Source: an optimization exercise on an open RTL-to-GDS flow (aim: small area and a short achievable clock period). Production flows keep margins and buffers that such runs may drop.
The RTL was checked by simulation tests, not by an equivalence proof against the original design.
No activity file was given, so power comes from the tool's default toggle rates.

**config.mk**
```make
export PLATFORM = sky130hd
export DESIGN_NAME = wdc_acq_top
export DESIGN_NICKNAME = wdc_acq_top
export VERILOG_FILES = /design/flow/design.v
export SDC_FILE = /design/flow/constraint.sdc
export NUM_CORES = 4
export LEC_CHECK = 0
export CAP_MARGIN = 20
export CORE_MARGIN = 2
export CORE_UTILIZATION = 70
export CTS_BUF_LIST = sky130_fd_sc_hd__clkbuf_16
export CTS_CLUSTER_DIAMETER = 100
export CTS_CLUSTER_SIZE = 25
export SETUP_SLACK_MARGIN = 2.0
export SLEW_MARGIN = 20
```
**design.v**
```verilog
package wdc_pkg;
  typedef logic [12-1:0] sample_t;
  typedef logic [48-1:0] ltc_t;
  typedef struct packed {
    sample_t thresh;
    logic    gt;
    logic    lt;
    logic    thresh_en;
    logic    link_en;
  } trig_conf_t;
  typedef struct packed {
    sample_t samp;
    logic    trig;
  } trig_word_t;
  typedef struct packed {
    logic chan;
    logic link;
    ltc_t ltc;
  } hdr_t;
  typedef struct packed {
    logic sop;
    logic eop;
    logic chan;
    logic link;
    ltc_t payload;
  } rd_word_t;
endpackage
`timescale 1ns/1ps
module wvb_fifo #(
  parameter int W  = 12,
  parameter int HW = 48 + 1
) (
  input  logic                    lclk,
  input  logic                    i_wr,
  input  logic [W-1:0]            i_din,
  input  logic                    i_hwe,
  input  logic [HW-1:0]           i_hdr,
  input  logic                    i_sel,
  input  logic [(4 + 12)-1:0] i_psel,
  output logic [W-1:0]            o_samp,
  output logic [HW-1:0]           o_hdr,
  output logic [3:0]              o_ph
);
  localparam int N = (4 + 12);
  logic [N*W-1:0] ring;
  logic [HW-1:0]  hdr;
  always_ff @(posedge lclk) begin
    ring <= {ring[(N-1)*W-1:0], i_wr ? i_din : ring[N*W-1 -: W]};
  end
  always_ff @(posedge lclk) begin
    if (i_hwe) begin
      hdr <= i_hdr;
    end
  end
  always_ff @(posedge lclk) begin
    if (i_hwe) begin
      o_ph <= 4'd1;
    end else begin
      o_ph <= {o_ph[2:0], o_ph[3] ^ o_ph[2] ^ (o_ph[2:0] == 3'd0)};
    end
  end
  always_comb begin
    o_samp = '0;
    for (int j = 0; j < N; j++) begin
      o_samp = o_samp | ({W{i_psel[j]}} & ring[j*W +: W]);
    end
    o_samp = o_samp & {W{i_sel}};
  end
  assign o_hdr = hdr & {HW{i_sel}};
endmodule
`timescale 1ns/1ps
module thresh_trigger (
  input  logic                lclk,
  input  logic                lclk_rst,
  input  wdc_pkg::sample_t    i_samp,
  input  wdc_pkg::trig_conf_t i_conf,
  output wdc_pkg::trig_word_t o_word
);
  wdc_pkg::sample_t samp_q;
  logic trig_q;
  logic above;
  logic below;
  logic above_q;
  logic below_q;
  logic gt_cross;
  logic lt_cross;
  assign above = i_samp > i_conf.thresh;
  assign below = i_samp < i_conf.thresh;
  assign gt_cross = i_conf.gt && above && !above_q;
  assign lt_cross = i_conf.lt && below && !below_q;
  always_ff @(posedge lclk) begin
    samp_q <= i_samp;
  end
  always_ff @(posedge lclk) begin
    if (lclk_rst) begin
      trig_q  <= 1'b0;
      above_q <= 1'b1;
      below_q <= 1'b1;
    end else begin
      trig_q  <= i_conf.thresh_en && (gt_cross || lt_cross);
      above_q <= above;
      below_q <= below;
    end
  end
  assign o_word = {samp_q, trig_q};
endmodule
`timescale 1ns/1ps
module wvf_capture (
  input  logic                    lclk,
  input  logic                    lclk_rst,
  input  wdc_pkg::sample_t        i_samp,
  input  wdc_pkg::trig_conf_t     i_conf,
  input  logic                    i_other_trig,
  input  wdc_pkg::ltc_t           i_ltc,
  input  logic [3:0]              i_hdr_free,
  input  logic [3:0]              i_samp_free,
  input  logic [3:0]              i_sel,
  input  logic [(4 + 12)-1:0] i_psel,
  output logic                    o_trig,
  output logic                    o_hdr_empty,
  output logic [48:0]     o_hdr,
  output logic [3:0][3:0]         o_ph,
  output wdc_pkg::sample_t        o_samp,
  output logic                    o_overflow
);
  localparam int HW = 48 + 1;
  wdc_pkg::trig_word_t tw;
  wdc_pkg::sample_t d0, d1, d2, d3;
  logic busy;
  logic [3:0] cnt;
  logic [3:0] hdr_occ;
  logic [3:0] samp_occ;
  logic [3:0] ws;
  logic [3:0] hdr_occ_n;
  logic [3:0] samp_occ_n;
  logic hdr_any;
  logic busy_n;
  logic room_n;
  logic [3:0] ws_n;
  logic [3:0] wr_q;
  logic [3:0] hwe_q;
  logic start_req;
  logic room;
  logic start;
  logic [12-1:0] samp_s [4];
  logic [HW-1:0] hdr_s [4];
  thresh_trigger u_trig (
    .lclk     (lclk),
    .lclk_rst (lclk_rst),
    .i_samp   (i_samp),
    .i_conf   (i_conf),
    .o_word   (tw)
  );
  assign o_trig = tw.trig;
  always_ff @(posedge lclk) begin
    d0 <= tw.samp;
    d1 <= d0;
    d2 <= d1;
    d3 <= d2;
  end
  assign start_req = !busy && (tw.trig || (i_other_trig && i_conf.link_en));
  assign start = start_req && room;
  always_comb begin
    for (int s = 0; s < 4; s++) begin
      hdr_occ_n[s]  = (start && ws[s]) || (hdr_occ[s] && !i_hdr_free[s]);
      samp_occ_n[s] = (start && ws[s]) || (samp_occ[s] && !i_samp_free[s]);
    end
    busy_n = busy;
    ws_n   = ws;
    if (start) begin
      busy_n = 1'b1;
    end else if (busy && cnt == 4'd15) begin
      busy_n = 1'b0;
      ws_n   = {ws[2:0], ws[3]};
    end
    room_n = !(&hdr_occ_n) && !(&samp_occ_n);
  end
  always_ff @(posedge lclk) begin
    if (lclk_rst) begin
      busy       <= 1'b0;
      o_overflow <= 1'b0;
      hdr_occ    <= '0;
      samp_occ   <= '0;
      room       <= 1'b1;
      hdr_any    <= 1'b0;
      ws         <= 4'b0001;
      wr_q       <= 4'b0001;
      hwe_q      <= 4'b0001;
    end else begin
      busy  <= busy_n;
      ws    <= ws_n;
      wr_q  <= ws_n & {4{busy_n || room_n}};
      hwe_q <= ws_n & {4{!busy_n && room_n}};
      if (start_req && !room) begin
        o_overflow <= 1'b1;
      end
      hdr_occ  <= hdr_occ_n;
      samp_occ <= samp_occ_n;
      room     <= room_n;
      hdr_any  <= |hdr_occ_n;
    end
  end
  always_ff @(posedge lclk) begin
    if (start) begin
      cnt <= 4'd1;
    end else begin
      cnt <= cnt + 1'b1;
    end
  end
  for (genvar s = 0; s < 4; s++) begin : g_slot
    wvb_fifo u_slot (
      .lclk   (lclk),
      .i_wr   (wr_q[s]),
      .i_din  (d3),
      .i_hwe  (hwe_q[s]),
      .i_hdr  ({!tw.trig, i_ltc}),
      .i_sel  (i_sel[s]),
      .i_psel (i_psel),
      .o_samp (samp_s[s]),
      .o_hdr  (hdr_s[s]),
      .o_ph   (o_ph[s])
    );
  end
  assign o_samp = samp_s[0] | samp_s[1] | samp_s[2] | samp_s[3];
  assign o_hdr  = hdr_s[0] | hdr_s[1] | hdr_s[2] | hdr_s[3];
  assign o_hdr_empty = !hdr_any;
endmodule
`timescale 1ns/1ps
module wvb_readout (
  input  logic                    lclk,
  input  logic                    lclk_rst,
  input  logic                    i_rd_en,
  input  logic [1:0]              i_hdr_empty,
  input  logic [7:0][3:0]         i_ph,
  input  logic [48:0]     i_hdr,
  input  logic [1:0][12-1:0] i_samp,
  output logic [7:0]              o_hdr_free,
  output logic [7:0]              o_samp_free,
  output logic [7:0]              o_sel,
  output logic [(4 + 12)-1:0] o_psel,
  output logic                    o_rd_valid,
  output logic [48+3:0]   o_rd_word
);
  logic busy;
  logic [4:0] cnt;
  logic cur;
  logic last;
  logic pick;
  logic found;
  logic [3:0] rs [2];
  logic [3:0] ph;
  logic [3:0] ph_q;
  logic ev_link;
  logic [1:0][12-1:0] samp_q;
  always_comb begin
    found = 1'b1;
    if (!i_hdr_empty[!last]) begin
      pick = !last;
    end else begin
      pick  = last;
      found = !i_hdr_empty[last];
    end
  end
  always_comb begin
    ph = '0;
    for (int s = 0; s < 4; s++) begin
      ph = ph | (i_ph[pick*4 + s] & {4{rs[pick][s]}});
    end
  end
  assign o_sel = cur ? {rs[1], 4'b0} : {4'b0, rs[0]};
  assign o_hdr_free  = o_sel & {8{busy && cnt == 5'd0}};
  assign o_samp_free = o_sel & {8{busy && cnt == 5'd16}};
  always_ff @(posedge lclk) begin
    if (lclk_rst) begin
      busy       <= 1'b0;
      cur        <= 1'b0;
      last       <= 1'b1;
      rs[0]      <= 4'b0001;
      rs[1]      <= 4'b0001;
      o_rd_valid <= 1'b0;
    end else begin
      o_rd_valid <= busy;
      if (!busy) begin
        if (i_rd_en && found) begin
          busy     <= 1'b1;
          cur      <= pick;
          last     <= pick;
        end
      end else if (cnt == 5'd16) begin
        busy    <= 1'b0;
        rs[cur] <= {rs[cur][2:0], rs[cur][3]};
      end
    end
  end
  always_ff @(posedge lclk) begin
    if (!busy) begin
      cnt  <= '0;
      ph_q <= ph;
    end else begin
      cnt <= cnt + 1'b1;
    end
  end
  always_ff @(posedge lclk) begin
    case (busy ? ph_q : ph)
      4'd0:    o_psel <= 16'h0001;
      4'd1:    o_psel <= 16'h0002;
      4'd2:    o_psel <= 16'h0004;
      4'd4:    o_psel <= 16'h0008;
      4'd9:    o_psel <= 16'h0010;
      4'd3:    o_psel <= 16'h0020;
      4'd6:    o_psel <= 16'h0040;
      4'd13:   o_psel <= 16'h0080;
      4'd10:   o_psel <= 16'h0100;
      4'd5:    o_psel <= 16'h0200;
      4'd11:   o_psel <= 16'h0400;
      4'd7:    o_psel <= 16'h0800;
      4'd15:   o_psel <= 16'h1000;
      4'd14:   o_psel <= 16'h2000;
      4'd12:   o_psel <= 16'h4000;
      default: o_psel <= 16'h8000;
    endcase
  end
  always_ff @(posedge lclk) begin
    samp_q <= i_samp;
    o_rd_word[48+3] <= (cnt == '0);
    o_rd_word[48+2] <= (cnt == 5'd16);
    o_rd_word[48+1] <= cur;
    if (cnt == '0) begin
      ev_link <= i_hdr[48];
      o_rd_word[48:0] <= i_hdr;
    end else begin
      o_rd_word[48:0] <= {ev_link, {(48 - 12){1'b0}}, samp_q[0] | samp_q[1]};
    end
  end
endmodule
`timescale 1ns/1ps
module wdc_acq_top (
  input  logic                                  lclk,
  input  logic                                  lclk_rst,
  input  logic [2*12-1:0]  i_adc_samp,
  input  logic [2*16-1:0]             i_trig_conf,
  input  logic                                  i_rd_en,
  input  logic                                  i_ltc_set,
  input  logic [48-1:0]                 i_ltc_val,
  output logic                                  o_rd_valid,
  output logic [48+3:0]                 o_rd_word,
  output logic [2-1:0]                o_overflow
);
  localparam int HW = 48 + 1;
  wdc_pkg::ltc_t ltc;
  logic [1:0] trig;
  logic [1:0] hdr_empty;
  logic [7:0] hdr_free;
  logic [7:0] samp_free;
  logic [7:0] sel;
  logic [(4 + 12)-1:0] psel;
  logic [HW-1:0] hdr_c [2];
  logic [7:0][3:0] ph;
  wdc_pkg::sample_t samp_c [2];
  logic lo_max;
  logic mid_max;
  logic [15:0] inc_lo;
  logic [15:0] inc_mid;
  logic [15:0] inc_hi;
  wdc_pkg::ltc_t pre [5];
  always_comb begin
    pre[0] = ltc;
    for (int l = 0; l < 4; l++) begin
      for (int i = 0; i < 48; i++) begin
        if ((i >> l) & 1) begin
          pre[l+1][i] = pre[l][i] & pre[l][((i >> l) << l) - 1];
        end else begin
          pre[l+1][i] = pre[l][i];
        end
      end
    end
    inc_lo  = ltc[15:0]  ^ {pre[4][14:0], 1'b1};
    inc_mid = ltc[31:16] ^ {pre[4][30:16], 1'b1};
    inc_hi  = ltc[47:32] ^ {pre[4][46:32], 1'b1};
  end
  always_ff @(posedge lclk) begin
    if (lclk_rst) begin
      ltc     <= '0;
      lo_max  <= 1'b0;
      mid_max <= 1'b0;
    end else if (i_ltc_set) begin
      ltc     <= i_ltc_val;
      lo_max  <= &i_ltc_val[15:0];
      mid_max <= &i_ltc_val[31:16];
    end else begin
      ltc[15:0] <= inc_lo;
      lo_max    <= (ltc[15:0] == 16'hfffe);
      if (lo_max) begin
        ltc[31:16] <= inc_mid;
        mid_max    <= (ltc[31:16] == 16'hfffe);
      end
      if (lo_max && mid_max) begin
        ltc[47:32] <= inc_hi;
      end
    end
  end
  for (genvar c = 0; c < 2; c++) begin : g_chan
    wvf_capture u_capture (
      .lclk         (lclk),
      .lclk_rst     (lclk_rst),
      .i_samp       (i_adc_samp[c*12 +: 12]),
      .i_conf       (i_trig_conf[c*16 +: 16]),
      .i_other_trig (trig[1-c]),
      .i_ltc        (ltc),
      .i_hdr_free   (hdr_free[c*4 +: 4]),
      .i_samp_free  (samp_free[c*4 +: 4]),
      .i_sel        (sel[c*4 +: 4]),
      .i_psel       (psel),
      .o_trig       (trig[c]),
      .o_hdr_empty  (hdr_empty[c]),
      .o_hdr        (hdr_c[c]),
      .o_ph         (ph[c*4 +: 4]),
      .o_samp       (samp_c[c]),
      .o_overflow   (o_overflow[c])
    );
  end
  wvb_readout u_readout (
    .lclk        (lclk),
    .lclk_rst    (lclk_rst),
    .i_rd_en     (i_rd_en),
    .i_hdr_empty (hdr_empty),
    .i_ph        (ph),
    .i_hdr       (hdr_c[0] | hdr_c[1]),
    .i_samp      ({samp_c[1], samp_c[0]}),
    .o_hdr_free  (hdr_free),
    .o_samp_free (samp_free),
    .o_sel       (sel),
    .o_psel      (psel),
    .o_rd_valid  (o_rd_valid),
    .o_rd_word   (o_rd_word)
  );
endmodule
```
**run.sh**
```bash
#!/bin/bash
# synth_recipe.tcl (not shown) runs the flow's synth.tcl, then flattens the netlist and writes it again
# the make line also repeats each setting of config.mk as NAME=value (left out here)
make -C /OpenROAD-flow-scripts/flow DESIGN_CONFIG=/design/flow/config.mk WORK_HOME=/design/flow/orfs CLKGATE_MAP_FILE= SYNTH_SCRIPT=/design/flow/synth_recipe.tcl finish
```
**constraint.sdc**
```tcl
create_clock -name core_clock -period 4.0 [get_ports {lclk}]
set_input_delay 0.8000 -clock core_clock [delete_from_list [all_inputs] [get_ports {lclk}]]
set_output_delay 0.8000 -clock core_clock [all_outputs]
set_load 0.01 [all_outputs]
```
==> results.py, run 1 <==
metrics = {
    "sta": {
        "min_period_over_period": 0.5139,
        "whs_ns": 0.2548,
        "setup_violations": 0,
        "fin_setup_tns_ns": 0,
        "tightest_slew_ns": 1.065,
        "skew_ns": 0.03555,
        "drv_slew": 0,
        "slew_headroom": 0.2897,
        "finalHoldViolCount": 0,
        "max_freq_ghz": 0.4865,
        "rsz0062_at_grt": "true",
        "period_needed_ns": 2.055,
    },
    "floorplan": {
        "dieArea_mm2": 0.09753,
        "start_util": 0.7034,
        "die_width_um": 312.3,
        "io_pins": 163,
        "die_height_um": 312.3,
        "core_region_area_mm2": 0.09459,
        "rows": 113,
    },
    "setup_path": {
        "cp.buffers_inverters": 0,
        "worstPathRequired_ns": 4.61,
        "cp_top_family": "compound AO/OA/AOI/OAI gates",
        "crit_arrival_ns": 2.67,
        "crit_chain": "a22o_1, a221oi_1, mux2_2, o21ai_4, or2_2, nor2_1",
        "cp_slowest_cell": "edfxtp_1",
        "cp-end-kind": "flop",
        "crit_fanout": 5,
        "path_class": "flop to flop",
        "crit_start": "u_readout.rs[0][1]",
        "cp_slowest_stage_delay_ns": 0.49,
        "rr_startpoint": "u_readout.rs[0][1]",
        "crit_path_start_kind": "flop",
    },
    "global_route": {
        "antenna_found_initial": 5,
        "grt_usage": 0.3611,
        "first_global_vias": 40510,
        "grt.overflow.total": 0,
        "grt_max_degree": 88,
        "grt_pass1_wl_mm": 261.3,
    },
    "logic_synthesis": {
        "yosysTopAreaCell": "dfxtp_1",
        "synth-async-reset-ratio": 0,
        "synth_edf_count": 401,
        "synth.avg_cell_area_um2": 14.38,
        "syn_nets": 4776,
        "synth_top_flop_cell": "dfxtp_1",
        "synth_top_area_frac": 0.5735,
        "ys_types": 62,
        "synthCells": 4626,
        "synth_seq_cells": 2307,
        "synth.area.top_cells": "dfxtp_1, edfxtp_1, a22oi_1",
        "synth.cell_area_mm2": 0.06654,
        "yosysSeqAreaShare": 0.7544,
        "yosysWarnings": 11,
    },
    "flow_run": {
        "cap_violations": 0,
    },
    "power": {
        "internal-power_w": 0.03072,
        "switching_power_w": 0.01035,
        "peakVddDrop_v": 0.0003930,
        "p_sw_frac": 0.2520,
        "leakage_nw": 28.18,
        "combPwrFrac": 0.103,
        "power.density_mw_per_mm2": 552.0,
        "power_frac_seq": 0.617,
        "clkPwrFrac": 0.279,
    },
    "detailed_routing": {
        "vias": 40830,
        "drtPass1Iterations": 6,
        "postRouteAntennaNets": 0,
        "drc_errors": 0,
        "wirelength_mm": 179.9,
        "routedWlPerCell_um": 29.40,
        "drt_iter0_markers": 4461,
        "via_per_inst": 6.671,
    },
    "finish": {
        "multi_input_area_mm2": 0.01556,
        "layout_commonest_cell": "dfxtp_1",
        "regArea_mm2": 0.05040,
        "drive_gt1_frac": 0.1376,
        "fin_nets": 4971,
        "fillCellCount": 5563,
        "stdcell_count": 6120,
        "area_delta_synth_final_pct": 11.80,
        "utilization": 0.7864,
        "final_cell_mix": "dfxtp_1, a22oi_1, edfxtp_1",
    },
    "cts": {
        "cts.clk_slew.worst_paths_ns": 0.10,
        "clkSinkCount": 2307,
        "cts_max_level": 3,
        "cts_buffers": 102,
        "clk-insertion-delay-late_ns": 0.72,
        "cts_buffer_depth": 3,
        "hold_buffers": 0,
        "cts_root_buf": "clkbuf_16",
        "cts_tree": "done",
    },
    "hold_path": {
        "min_path_type": "input pin to flop",
        "hp-start": "i_adc_samp[8]",
    },
    "placed_design": {
        "numPortBuffers": 162,
        "gp_congestion": 0.8454,
        "dp_hpwl_mm": 95.70,
        "dpl.cell_count": 5859,
    },
    "outcome": {
        "status": "timing/DRC/antenna clean",
    },
}
[kinds of logic (layout without fill, tap and decap cells)]
kind of cell / count (synthesis) / after routing / share of synthesized area
flops: 2307 / 2307 / 0.7544
compound gates: 1235 / 1235 / 0.1473
simple gates: 543 / 549 / 0.04335
buf+inv: 323 / 544 / 0.01931
mux: 136 / 136 / 0.02240
fa+ha+maj: 42 / 42 / 0.007898
xor+xnor: 40 / 40 / 0.005265
other cells: 0 / 2 / 0
[power groups by stage]
stage                     Sequential (W)  Clock [W]  Combinational, W
final                             0.0254     0.0115           0.00424
after global routing              0.0254     0.0123           0.00437
after CTS                         0.0255     0.0115           0.00381
after detailed placement          0.0263          0           0.00301
after global placement            0.0262          0           0.00295
after floorplan                   0.0254          0           0.00198
[metrics by stage]
stage | power, W | worst slack [ns] | area (um2)
2_1_floorplan | 0.02740 | 1.903 | 66770
3_3_place_gp | 0.02920 | 1.207 | 69730
3_5_place_dp | 0.02926 | 1.194 | 69780
4_1_cts | 0.04074 | 1.933 | 73580
5_1_grt | 0.04207 | 1.890 | 74390
6_report | 0.04107 | 1.945 | 74390
[worst reg2reg max path: cells and delay by family (launching register included)]
family | cells | cell delay, ns
AO/OA/AOI/OAI | 3 | 0.67
AND/OR/NAND/NOR | 2 | 0.53
multiplexers | 1 | 0.28
flip-flops | 1 | 0.49
[cells in the mapped netlist, drive strengths merged (42+ instances only)]
library cell and instances:
clkbuf 196, o21ai 70, dfxtp 1906, a22oi 410
nand3 118, nor2b 45, mux2 103, a22o 302
nor2 139, nand4 96, edfxtp 401, buf 87
ha 42, a221oi 298, a21oi 53
[cell type report]
type	instances	area share
clock inverter	34	0.002506
antenna	2	0.00006728
sequential	2307	0.6775
inverter	40	0.002321
clock buffer	102	0.03431
multi-input combinational	2002	0.2092
tap	1265	0.02128
timing repair buffer	368	0.05288
[per-layer routing]
layer / share of wire / GRT usage / vias to the layer above / wire length [um]
met5: 0.00030 / 0 / - / 54
met4: 0.041 / 0.1372 / 8 / 7461
met3: 0.095 / 0.05242 / 415 / 17050
met2: 0.46 / 0.5780 / 2211 / 83280
met1: 0.40 / 0.5052 / 20390 / 72090
li1: - / - / 17810 / -
[final timing paths]
kind	end	slack (ns)	cells after the start
setup reg to reg	u_readout.o_psel[2]	1.94	6
hold / removal	g_chan[0].u_capture.u_trig.samp_q[8]	0.25	1
hold reg to reg	g_chan[0].u_capture.d3[8]	0.31	0
setup / recovery	u_readout.o_psel[2]	1.94	6
[sequential cells by signal (all words and copies together) (netlist names), 4 cells and up, named ones only]
register and cells:
g_chan.u_capture.g_slot.u_slot.ring 1536, g_chan.u_capture.g_slot.u_slot.hdr 392, u_readout.o_rd_word 52, ltc 48
g_chan.u_capture.g_slot.u_slot.o_ph 32, g_chan.u_capture.d0 24, g_chan.u_capture.d1 24, g_chan.u_capture.d2 24
g_chan.u_capture.d3 24, g_chan.u_capture.u_trig.samp_q 24, u_readout.samp_q 24, u_readout.o_psel 16
g_chan.u_capture.cnt 8, g_chan.u_capture.hdr_occ 8, g_chan.u_capture.hwe_q 8, g_chan.u_capture.samp_occ 8
g_chan.u_capture.wr_q 8, g_chan.u_capture.ws 8, u_readout.rs 8, u_readout.cnt 5
u_readout.ph_q 4
[timing repair]
| action | CTS | global route |
|---|---|---|
| gates cloned | 6 | 2 |
| setup endpoints to repair | 160 | 111 |
| endpoints found under the hold margin | 0 | 0 |
| pin swaps | 7 | 21 |
| setup buffers | 61 | 54 |
| gates resized for setup | 360 | 75 |
==> run 2, diff against run 1 <==
--- a/config.mk
+++ b/config.mk
@@ -13,3 +13,3 @@
 export CTS_CLUSTER_SIZE = 25
-export SETUP_SLACK_MARGIN = 2.0
+export SETUP_SLACK_MARGIN = 1.9
 export SLEW_MARGIN = 20
==> run 2 against run 1 <==
  * Still clean
  * Power shrank 0.48%
  * Sequential power is essentially flat
  * Critical path depth shrank 1
  * Area after synthesis is the same
  * Final cell count shrank 1.1%
  * Routed wire length shrank 1.7%
  * Flip-flop and latch count is the same
  * Clock power is essentially flat
  * Critical path type unchanged
==> results.py, run 2 <==
metrics = {
    "logic_synthesis": {
        "synthCells": 4626,
        "yosysTopAreaCell": "dfxtp_1",
        "syn_nets": 4776,
        "synth.avg_cell_area_um2": 14.38,
        "yosysMostFrequentCell": "dfxtp_1",
        "ys_types": 62,
        "synth_edf_count": 401,
        "yosysWarnings": 11,
        "synth.area.top_cells": "dfxtp_1, edfxtp_1, a22oi_1",
        "synthTopCellsByCount": "dfxtp_1, a22oi_1, edfxtp_1",
        "synth_seq_cells": 2307,
        "yosysSeqAreaShare": 0.7544,
        "synth-async-reset-ratio": 0,
        "synth_top_area_frac": 0.5735,
        "synth_top_flop_cell": "dfxtp_1",
        "synth.cell_area_mm2": 0.06654,
    },
    "flow_run": {
        "cap_violations": 0,
    },
    "placed_design": {
        "dpl.cell_count": 5843,
        "numPortBuffers": 162,
        "dp_hpwl_mm": 93.22,
        "gp_congestion": 0.8401,
    },
    "power": {
        "peakVddDrop_v": 0.0004937,
        "power.density_mw_per_mm2": 557.3,
        "leakage_nw": 27.55,
    },
    "detailed_routing": {
        "drtPass1Iterations": 6,
        "postRouteAntennaNets": 0,
        "via_per_inst": 6.638,
        "drt_iter0_markers": 4886,
        "drc_errors": 0,
        "wirelength_mm": 176.8,
        "routedWlPerCell_um": 29.23,
        "vias": 40160,
    },
    "setup_path": {
        "crit_chain": "or2_1, or2_2, inv_4, nor3_1, a31oi_1",
        "rr_startpoint": "u_readout.cnt[2]",
        "cp-end-kind": "flop",
        "ff2ff_setup_slack_ns": 1.87,
        "r2r_cells": 5,
        "path_class": "flop to flop",
        "r2r-end": "u_readout.o_rd_word[9]",
        "crit_path_start_kind": "flop",
        "cp_slowest_cell": "nor3_1",
        "worstPathRequired_ns": 4.57,
        "crit_fanout": 27,
        "cp_slowest_stage_delay_ns": 0.66,
        "crit_arrival_ns": 2.70,
    },
    "sta": {
        "max_freq_ghz": 0.4691,
        "whs_ns": 0.3294,
        "skew_ns": 0.03483,
        "period_needed_ns": 2.132,
        "tightest_slew_ns": 1.014,
        "drv_slew": 0,
        "fin_setup_tns_ns": 0,
        "min_period_over_period": 0.5330,
        "rsz0062_at_grt": "true",
        "setup_violations": 0,
        "finalHoldViolCount": 0,
        "slew_headroom": 0.3237,
    },
    "finish": {
        "layout_commonest_cell": "dfxtp_1",
        "regMostFlops": "g_chan.u_capture.g_slot.u_slot.ring",
        "stdcell_count": 6050,
        "final_cell_mix": "dfxtp_1, a22oi_1, edfxtp_1",
        "utilization": 0.7753,
        "largest_register_ffs": 1536,
        "reg_top3": "g_chan.u_capture.g_slot.u_slot.ring (1536), g_chan.u_capture.g_slot.u_slot.hdr (392), u_readout.o_rd_word (52)",
        "drive_gt1_frac": 0.1183,
        "regArea_mm2": 0.05036,
        "fillCellCount": 5683,
        "multi_input_area_mm2": 0.01537,
        "area_delta_synth_final_pct": 10.21,
        "fin_nets": 4903,
    },
    "global_route": {
        "antenna_found_initial": 2,
        "first_global_vias": 39690,
        "grt.overflow.total": 0,
        "grt_max_degree": 88,
        "grt_usage": 0.3467,
        "grt_pass1_wl_mm": 252.7,
    },
    "hold_path": {
        "hp-start": "g_chan[1].u_capture.d0[11]",
        "min_path_cells": 0,
        "min_path_type": "flop to flop",
        "whs_endpoint": "g_chan[1].u_capture.d1[11]",
    },
    "cts": {
        "cts_max_level": 3,
        "cts_buffers": 102,
        "cts_tree": "done",
        "cts_root_buf": "clkbuf_16",
        "hold_buffers": 0,
        "clkSinkCount": 2307,
        "clk-insertion-delay-late_ns": 0.73,
        "cts.clk_slew.worst_paths_ns": 0.09,
        "cts_buffer_depth": 3,
    },
    "outcome": {
        "status": "timing/DRC/antenna clean",
    },
    "floorplan": {
        "start_util": 0.7034,
        "die_height_um": 312.3,
        "core_region_area_mm2": 0.09459,
        "rows": 113,
        "die_width_um": 312.3,
        "io_pins": 163,
        "dieArea_mm2": 0.09753,
    },
}
## run 2: cell counts after synthesis
No cell type changed its count.
## run 2: metal layers
metal | track usage | wire (um) | vias to the layer above
met3 | 0.06271 | 16290 | 372
met5 | 0 | 0 | -
met1 | 0.4862 | 72720 | 20150
met2 | 0.5530 | 80970 | 1976
li1 | - | - | 17660
met4 | 0.1128 | 6852 | 0
## run 2: cells by family (layout without fill, tap and decap cells)
family                     count (synthesis)  after routing  share of synthesized area
AOI/OAI and AO/OA                       1235           1235                     0.1473
xor gates and xnor gates                  40             40                   0.005265
adders and majority gates                 42             42                   0.007898
buffers and inverters                    323            476                    0.01931
DFF                                     2307           2307                     0.7544
muxes                                    136            136                    0.02240
other                                      0              1                          0
and+or+nand+nor                          543            548                    0.04335
## run 2: cell type report
class	count	share of cell area
Antenna cell	1	0.00003412
Tap cell	1265	0.02158
Inverter	40	0.002286
Timing Repair Buffer	301	0.04221
Clock buffer	103	0.03515
Clock inverter	32	0.002423
Sequential cell	2307	0.6868
Multi-Input combinational cell	2001	0.2095
## run 2: worst max-delay path: cells and delay by family (launching register included)
kind	cells	cell delay, ns
simple gates	3	1.28
buf+inv	1	0.20
compound gates	1	0.08
flops	1	0.40
## run 2: worst max path at each step
stage / start / to / slack, ns
finish: u_readout.cnt[2] / u_readout.o_rd_word[9] / 1.87
global route: u_readout.cnt[0] / u_readout.o_rd_word[9] / 1.84
global placement: i_trig_conf[13] / g_chan[0].u_capture.u_trig.trig_q / 1.18
floorplan: i_trig_conf[10] / g_chan[0].u_capture.u_trig.trig_q / 1.90
detailed placement: i_trig_conf[13] / g_chan[0].u_capture.u_trig.trig_q / 1.21
CTS: u_readout.rs[0][0] / u_readout.o_rd_word[36] / 1.90
## run 2: metrics by stage
step,power (W),cell area (um2),worst slack [ns]
floorplan,0.02739,66710,1.900
global placement,0.02914,69640,1.180
detailed placement,0.02919,69640,1.205
CTS,0.04043,72750,1.897
global route,0.04187,73330,1.838
finish,0.04087,73330,1.868
## run 2: what timing repair did
item                       CTS  global route
gates cloned                 3             3
resized for setup          271            30
buffers inserted            27            38
setup endpoints to repair  169           101
pin swaps                    2             5
## run 2: power breakdown
group	internal (W)	total [W]	switching [W]
combinational	0.00138	0.00387	0.00249
sequential	0.0245	0.0255	0.000977
clock	0.00468	0.0115	0.00681

-- separate check: timing with driven ports --
How much do the figures lean on ideal ports? The routed layouts below were timed once more, with nothing changed but the port constraints. Step 1 sets driving cells, clkbuf_16 on the clock port and buf_2 on the other inputs (assumed; they add their load-dependent delay and slew). Step 2 adds t to the input delays and takes it off the output delays; t is the mean of the earliest and latest rising clock arrival at the registers after step 1. Input paths then give back, and output paths get back, about the clock's delay inside the block. Three values: ideal, step 1, step 2; two values: the first two.
run | t, ns | slack for setup (ns) | worst setup path after step 2 | latest minus earliest clock arrival (ns) | cell pins on the clock port's net
run 1 | 0.774 | 1.945 / 1.912 / 1.317 | input to register | 0.038 / 0.039 | 1
run 2 | 0.794 | 1.868 / 1.860 / 1.222 | input to register | 0.043 / 0.043 | 1
After both steps setup and hold are still met in every run listed. The setup slack of run 2, which loses most, moves by -0.008 ns with the drivers and by -0.646 ns with both steps.
